What follows belongs to an exercise in optimizing a design on an open flow for small area, a short achievable clock period and few clock cycles per item; a production flow would make more cautious choices. In this exercise RTL edits were held to simulation tests only and were not proved equivalent to the original.

==> inputs of run H <==
Design gyro_angle_kalman_filter, start of the top module:
module gyro_angle_kalman_filter (
    input  logic                 i_clk,
    input  logic                 i_rst_n,
    input  logic                 i_in_valid,
    output logic                 o_in_stall,
    input  logic [89:0]          i_in_word,
    output logic                 o_out_valid,
    input  logic                 i_out_stall,
    output logic [64:0]          o_out_word,
    input  logic                 i_cfg_valid,
    output logic                 o_cfg_ready,
    input  logic [1:0]           i_cfg_index,
    input  logic [30:0]          i_cfg_data
);
Settings: LEC_CHECK=0, CAP_MARGIN=20, CORE_MARGIN=2, CORE_UTILIZATION=40, SETUP_SLACK_MARGIN=5, SLEW_MARGIN=20; clock period 12.5 ns.
run.sh (not shown) runs the stock make flow with config.mk's settings and CLKGATE_MAP_FILE= SYNTH_SCRIPT=/design/flow/synth_recipe.tcl, a recipe that flattens the netlist after the stock synthesis.
==> inputs of run E, as changes to run H <==
--- a/flow/design.v
+++ b/flow/design.v
@@ -67,16 +67,19 @@
     logic [2:0] r_pi;
     logic signed [31:0] r_angle, r_bias, r_ab, r_ba, r_bb;
     logic signed [33:0] r_aa;      
     logic [30:0]        r_apn, r_bpn, r_mn;
     logic               r_op;
     logic signed [31:0] r_src;
     logic [31:0] r_d;
-    logic [31:0] r_rem0, r_rem1, r_q0, r_q1;
+    logic [33:0] r_d3;                  
+    logic [31:0] r_rem0, r_rem1;
+    logic [32:0] r_q0, r_q1;            
     logic        r_neg0, r_neg1;
+    logic        r_sneg0, r_sneg1, r_sfz;    
     logic signed [32:0] r_x;
     logic [16:0]        r_bone, r_btwo, r_bneg;    
     logic               r_yneg;                    
     logic signed [41:0] r_t;
     logic               r_wv;
     t_wop               r_wop;
     logic               r_wneg;    
@@ -84,56 +87,69 @@
     logic w_last, w_ready, w_wcomp, w_frz;
     assign w_last  = r_op ? (r_pi == 3'd5) : (r_pi == 3'd4);
     assign w_ready = (r_st == S_IDLE) || (r_st == S_MUL && w_last);
     assign w_wcomp = r_wv && (r_wop == W_APRED || r_wop == W_AUPD || r_wop == W_FLT ||
                               r_wop == W_BUPD);
     assign w_frz   = w_wcomp && r_out_valid && i_out_stall;
     logic [31:0] w_k0, w_k1;
-    assign w_k0 = r_q0[31] ? {r_neg0, {31{!r_neg0}}} : {1'b0, r_q0[30:0]};
-    assign w_k1 = r_q1[31] ? {r_neg1, {31{!r_neg1}}} : {1'b0, r_q1[30:0]};
-    function automatic logic [63:0] dstep(input logic [31:0] rem, input logic [31:0] q,
-                                          input logic [31:0] d);
+    assign w_k0 = (r_q0[32] || r_q0[31]) ? {r_neg0, {31{!r_neg0}}} : {1'b0, r_q0[30:0]};
+    assign w_k1 = (r_q1[32] || r_q1[31]) ? {r_neg1, {31{!r_neg1}}} : {1'b0, r_q1[30:0]};
+    function automatic logic [64:0] dstep(input logic [31:0] rem, input logic [32:0] q,
+                                          input logic [31:0] d, input logic [33:0] d3);
+        logic [33:0] u;
+        logic [34:0] t1, t2, t3;
+        logic [31:0] r4;
+        logic [1:0]  dg;
         logic [32:0] r2;
         logic [33:0] df;
         logic        qb;
-        r2 = {rem, q[31]};
+        u  = {rem, q[32], q[31]};
+        t1 = {1'b0, u} - {3'b0, d};
+        t2 = {1'b0, u} - {2'b0, d, 1'b0};
+        t3 = {1'b0, u} - {1'b0, d3};
+        if (!t3[34])      begin dg = 2'd3; r4 = t3[31:0]; end
+        else if (!t2[34]) begin dg = 2'd2; r4 = t2[31:0]; end
+        else if (!t1[34]) begin dg = 2'd1; r4 = t1[31:0]; end
+        else              begin dg = 2'd0; r4 = u[31:0];  end
+        r2 = {r4, q[30]};
         df = {1'b0, r2} - {2'b0, d};
         qb = !df[33];
-        dstep = {qb ? df[31:0] : r2[31:0], q[30:0], qb};
+        dstep = {qb ? df[31:0] : r2[31:0], q[29:0], dg, qb};
     endfunction
-    logic [63:0] w_s0a, w_s0b, w_s1a, w_s1b;
-    assign w_s0a = dstep(r_rem0, r_q0, r_d);
-    assign w_s0b = dstep(w_s0a[63:32], w_s0a[31:0], r_d);
-    assign w_s1a = dstep(r_rem1, r_q1, r_d);
-    assign w_s1b = dstep(w_s1a[63:32], w_s1a[31:0], r_d);
+    logic [64:0] w_s0b, w_s1b;
+    assign w_s0b = dstep(r_rem0, r_q0, r_d, r_d3);
+    assign w_s1b = dstep(r_rem1, r_q1, r_d, r_d3);
     logic [31:0] w_k1n;
-    assign w_k1n = w_s1b[31] ? {r_neg1, {31{!r_neg1}}} : {1'b0, w_s1b[30:0]};
+    assign w_k1n = (w_s1b[32] || w_s1b[31]) ? {r_neg1, {31{!r_neg1}}} : {1'b0, w_s1b[30:0]};
     logic signed [33:0] w_s;
     logic [31:0] w_dmag, w_n0, w_n1;
     logic        w_fz, w_sk12;
-    logic [31:0] w_rem0i, w_rem1i, w_q0i, w_q1i;
+    logic [31:0] w_rem0i, w_rem1i;
+    logic [32:0] w_q0i, w_q1i;
+    logic [33:0] w_d3;
     logic [3:0]  w_cnti;
     assign w_s    = 34'(signed'(r_aa[31:0])) + 34'(signed'({1'b0, r_mn}));
     assign w_dmag = w_s[33] ? 32'(-w_s) : w_s[31:0];
     assign w_n0   = r_aa[31] ? 32'(-r_aa[31:0]) : r_aa[31:0];
     assign w_n1   = r_ba[31] ? 32'(-r_ba) : r_ba;
     assign w_fz   = (w_s == '0);
-    assign w_sk12 = !w_s[33] && ({w_n0, 4'b0} < {3'b0, w_s[32:0]}) &&
-                    ({w_n1, 4'b0} < {3'b0, w_s[32:0]});
+    assign w_d3   = 34'(w_dmag) + {1'b0, w_dmag, 1'b0};
+    assign w_sk12 = !w_s[33] && ({1'b0, w_n0, 3'b0} < {3'b0, w_s[32:0]}) &&
+                    ({1'b0, w_n1, 3'b0} < {3'b0, w_s[32:0]});
     always_comb begin
         if (w_sk12) begin
-            w_rem0i = {w_n0[27:0], 4'b0};
-            w_rem1i = {w_n1[27:0], 4'b0};
+            w_rem0i = {w_n0[28:0], 3'b0};
+            w_rem1i = {w_n1[28:0], 3'b0};
             w_q0i = '0; w_q1i = '0;
-            w_cnti = 4'd6;
+            w_cnti = 4'd4;
         end else begin
-            w_rem0i = {8'b0, w_n0[31:8]};
-            w_rem1i = {8'b0, w_n1[31:8]};
-            w_q0i = {w_n0[7:0], 24'b0};
-            w_q1i = {w_n1[7:0], 24'b0};
+            w_rem0i = {9'b0, w_n0[31:9]};
+            w_rem1i = {9'b0, w_n1[31:9]};
+            w_q0i = {w_n0[8:0], 24'b0};
+            w_q1i = {w_n1[8:0], 24'b0};
             w_cnti = 4'd0;
         end
     end
     logic [32:0] w_ysrc;
     logic [34:0] w_yz;
     logic [16:0] w_bone, w_btwo, w_bneg;
     assign w_yz = {w_ysrc[32], w_ysrc, 1'b0};
@@ -303,31 +319,50 @@
                         r_out_valid <= 1'b1;
                     end
                 endcase
             end
             if (!w_frz || w_ready) begin
                 case (r_st)
                     S_DIV: begin
-                        r_rem0 <= w_s0b[63:32];
-                        r_q0   <= w_s0b[31:0];
-                        r_rem1 <= w_s1b[63:32];
-                        r_q1   <= w_s1b[31:0];
+                        r_rem0 <= w_s0b[64:33];
+                        r_q0   <= w_s0b[32:0];
+                        r_rem1 <= w_s1b[64:33];
+                        r_q1   <= w_s1b[32:0];
                         r_cnt  <= r_cnt + 4'd1;
                         r_x  <= 33'(w_k1n);
                         {r_bone, r_btwo, r_bneg} <= {w_bone, w_btwo, w_bneg};
                         r_yneg <= r_aa[31];
                         r_pi <= '0;
-                        if (r_cnt == 4'd15) r_st <= S_MUL;
+                        if (r_cnt == 4'd10) r_st <= S_MUL;
                     end
                     S_FAULT: begin
                         r_wv  <= 1'b1;
                         r_wop <= W_FLT;
                         r_st  <= S_IDLE;
                     end
                     S_MUL: begin
+                        if (r_op && r_pi == 3'd4) begin
+                            r_d     <= w_dmag;
+                            r_d3    <= w_d3;
+                            r_sneg0 <= r_aa[31] ^ w_s[33];
+                            r_sneg1 <= r_ba[31] ^ w_s[33];
+                            r_sfz   <= w_fz;
+                            r_rem0  <= w_rem0i;
+                            r_q0    <= w_q0i;
+                            r_rem1  <= w_rem1i;
+                            r_q1    <= w_q1i;
+                            r_cnt   <= w_cnti;
+                        end
+                        if (r_op && r_pi == 3'd5) begin
+                            r_rem0 <= w_s0b[64:33];
+                            r_q0   <= w_s0b[32:0];
+                            r_rem1 <= w_s1b[64:33];
+                            r_q1   <= w_s1b[32:0];
+                            r_cnt  <= r_cnt + 4'd1;
+                        end
                         r_t    <= w_ms[65:24];
                         r_wv   <= 1'b1;
                         r_wop  <= w_wop;
                         r_wneg <= w_wneg;
                         r_pi   <= w_npi;
                         r_x    <= w_nx;
                         if (w_nyk) begin
@@ -340,27 +375,33 @@
                 endcase
                 if (w_ready) begin
                     r_op   <= i_in_word[89];
                     r_src  <= i_in_word[89] ? i_in_word[31:0] : i_in_word[88:57];
                     r_x    <= 33'(signed'({1'b0, r_apn}));
                     {r_bone, r_btwo, r_bneg} <= {w_bone, w_btwo, w_bneg};
                     r_yneg <= 1'b0;
-                    r_d    <= w_dmag;
-                    r_neg0 <= r_aa[31] ^ w_s[33];
-                    r_neg1 <= r_ba[31] ^ w_s[33];
-                    r_rem0 <= w_rem0i;
-                    r_q0   <= w_q0i;
-                    r_rem1 <= w_rem1i;
-                    r_q1   <= w_q1i;
                     r_pi   <= '0;
-                    r_cnt  <= w_cnti;
+                    if (r_st == S_MUL && r_op) begin
+                        r_neg0 <= r_sneg0;
+                        r_neg1 <= r_sneg1;
+                    end else begin
+                        r_d    <= w_dmag;
+                        r_d3   <= w_d3;
+                        r_neg0 <= r_aa[31] ^ w_s[33];
+                        r_neg1 <= r_ba[31] ^ w_s[33];
+                        r_rem0 <= w_rem0i;
+                        r_q0   <= w_q0i;
+                        r_rem1 <= w_rem1i;
+                        r_q1   <= w_q1i;
+                        r_cnt  <= w_cnti;
+                    end
                     if (i_in_valid) begin
-                        if (!i_in_word[89])      r_st <= S_MUL;
-                        else if (w_fz)           r_st <= S_FAULT;
-                        else                     r_st <= S_DIV;
+                        if (!i_in_word[89])                      r_st <= S_MUL;
+                        else if ((r_st == S_MUL && r_op) ? r_sfz : w_fz) r_st <= S_FAULT;
+                        else                                     r_st <= S_DIV;
                     end
                 end
             end
         end
     end
     assign o_in_stall  = !w_ready;
     assign o_out_valid = r_out_valid;
==> inputs of run M, as changes to run H <==
--- a/flow/design.v
+++ b/flow/design.v
@@ -69,14 +69,15 @@
     logic signed [33:0] r_aa;      
     logic [30:0]        r_apn, r_bpn, r_mn;
     logic               r_op;
     logic signed [31:0] r_src;
     logic [31:0] r_d;
     logic [31:0] r_rem0, r_rem1, r_q0, r_q1;
     logic        r_neg0, r_neg1;
+    logic        r_sneg0, r_sneg1, r_sfz;    
     logic signed [32:0] r_x;
     logic [16:0]        r_bone, r_btwo, r_bneg;    
     logic               r_yneg;                    
     logic signed [41:0] r_t;
     logic               r_wv;
     t_wop               r_wop;
     logic               r_wneg;    
@@ -320,14 +321,32 @@
                     end
                     S_FAULT: begin
                         r_wv  <= 1'b1;
                         r_wop <= W_FLT;
                         r_st  <= S_IDLE;
                     end
                     S_MUL: begin
+                        if (r_op && r_pi == 3'd4) begin
+                            r_d     <= w_dmag;
+                            r_sneg0 <= r_aa[31] ^ w_s[33];
+                            r_sneg1 <= r_ba[31] ^ w_s[33];
+                            r_sfz   <= w_fz;
+                            r_rem0  <= w_rem0i;
+                            r_q0    <= w_q0i;
+                            r_rem1  <= w_rem1i;
+                            r_q1    <= w_q1i;
+                            r_cnt   <= w_cnti;
+                        end
+                        if (r_op && r_pi == 3'd5) begin
+                            r_rem0 <= w_s0b[63:32];
+                            r_q0   <= w_s0b[31:0];
+                            r_rem1 <= w_s1b[63:32];
+                            r_q1   <= w_s1b[31:0];
+                            r_cnt  <= r_cnt + 4'd1;
+                        end
                         r_t    <= w_ms[65:24];
                         r_wv   <= 1'b1;
                         r_wop  <= w_wop;
                         r_wneg <= w_wneg;
                         r_pi   <= w_npi;
                         r_x    <= w_nx;
                         if (w_nyk) begin
@@ -340,27 +359,32 @@
                 endcase
                 if (w_ready) begin
                     r_op   <= i_in_word[89];
                     r_src  <= i_in_word[89] ? i_in_word[31:0] : i_in_word[88:57];
                     r_x    <= 33'(signed'({1'b0, r_apn}));
                     {r_bone, r_btwo, r_bneg} <= {w_bone, w_btwo, w_bneg};
                     r_yneg <= 1'b0;
-                    r_d    <= w_dmag;
-                    r_neg0 <= r_aa[31] ^ w_s[33];
-                    r_neg1 <= r_ba[31] ^ w_s[33];
-                    r_rem0 <= w_rem0i;
-                    r_q0   <= w_q0i;
-                    r_rem1 <= w_rem1i;
-                    r_q1   <= w_q1i;
                     r_pi   <= '0;
-                    r_cnt  <= w_cnti;
+                    if (r_st == S_MUL && r_op) begin
+                        r_neg0 <= r_sneg0;
+                        r_neg1 <= r_sneg1;
+                    end else begin
+                        r_d    <= w_dmag;
+                        r_neg0 <= r_aa[31] ^ w_s[33];
+                        r_neg1 <= r_ba[31] ^ w_s[33];
+                        r_rem0 <= w_rem0i;
+                        r_q0   <= w_q0i;
+                        r_rem1 <= w_rem1i;
+                        r_q1   <= w_q1i;
+                        r_cnt  <= w_cnti;
+                    end
                     if (i_in_valid) begin
-                        if (!i_in_word[89])      r_st <= S_MUL;
-                        else if (w_fz)           r_st <= S_FAULT;
-                        else                     r_st <= S_DIV;
+                        if (!i_in_word[89])                      r_st <= S_MUL;
+                        else if ((r_st == S_MUL && r_op) ? r_sfz : w_fz) r_st <= S_FAULT;
+                        else                                     r_st <= S_DIV;
                     end
                 end
             end
         end
     end
     assign o_in_stall  = !w_ready;
     assign o_out_valid = r_out_valid;
==> flow/config.mk (replaced) <==
export PLATFORM = sky130hd
export DESIGN_NAME = gyro_angle_kalman_filter
export DESIGN_NICKNAME = gyro_angle_kalman_filter
export VERILOG_FILES = /design/flow/design.v
export SDC_FILE = /design/flow/constraint.sdc
export NUM_CORES = 4
export LEC_CHECK = 0
export CAP_MARGIN = 20
export CORE_MARGIN = 2
export CORE_UTILIZATION = 55
export SETUP_SLACK_MARGIN = 5
export SLEW_MARGIN = 20
==> notes.md <==
item	run M	run E	run H
Met2 routed wirelength	133000 um	158000 um	140000 um
Cell count along the critical path	20	19	23
Most common cell in the netlist	nand2_1	a21oi_1	nand2_1
Area taken by flip-flops and latches	0.0159 mm2	0.0170 mm2	0.0158 mm2
Net total in the final layout	10.0k	11.6k	10.0k
Final cycle utilization of the critical path	0.597	0.599	0.590
GP Congestion	1.05	1.03	1.08
DIE HEIGHT	376 um	468 um	440 um
Buffer share of cell area	0.0536	0.0618	0.0562
Initial cell density of the core	0.554	0.401	0.401
Total area of multi-input combinational cells	0.0555 mm2	0.0647 mm2	0.0556 mm2
Result of the run	complete, no violations	complete, no violations	complete, no violations
Setup fix buffers added after clock tree synthesis	26	48	21
Xor-xnor portion of the synthesized cell area	0.113	0.113	0.115
Testbench counts of run H, summed over its fixed seeds: cycles 31,641, items 3,200.
Testbench counts of run E, summed over its fixed seeds: cycles 26,434, items 3,200.
Testbench counts of run M, summed over its fixed seeds: cycles 31,051, items 3,200.

-- afterwards: timing with drivers on the ports --
No port has a modelled driver above. Below, the same layouts with a new extraction and two added sets of constraints. Step 1: set_driving_cell puts a clkbuf_16 on i_clk and a buf_2 on each other input, an assumption about the parent block. Step 2 moves the port delays by t, midway between the first and last clock arrival at a register: inputs arrive t later, outputs are due t later. That takes back most of the time a late clock gives input paths. Three values: ideal, step 1, step 2; two values: the first two.
run | t, ns | setup WS [ns] | worst setup path after step 2
run H | 0.798 | 5.129 / 5.129 / 5.129 | register to register
run E | 0.809 | 5.017 / 5.017 / 5.017 | register to register
run M | 0.788 | 5.043 / 5.043 / 5.043 | register to register
After both steps setup and hold are still met in every run listed.
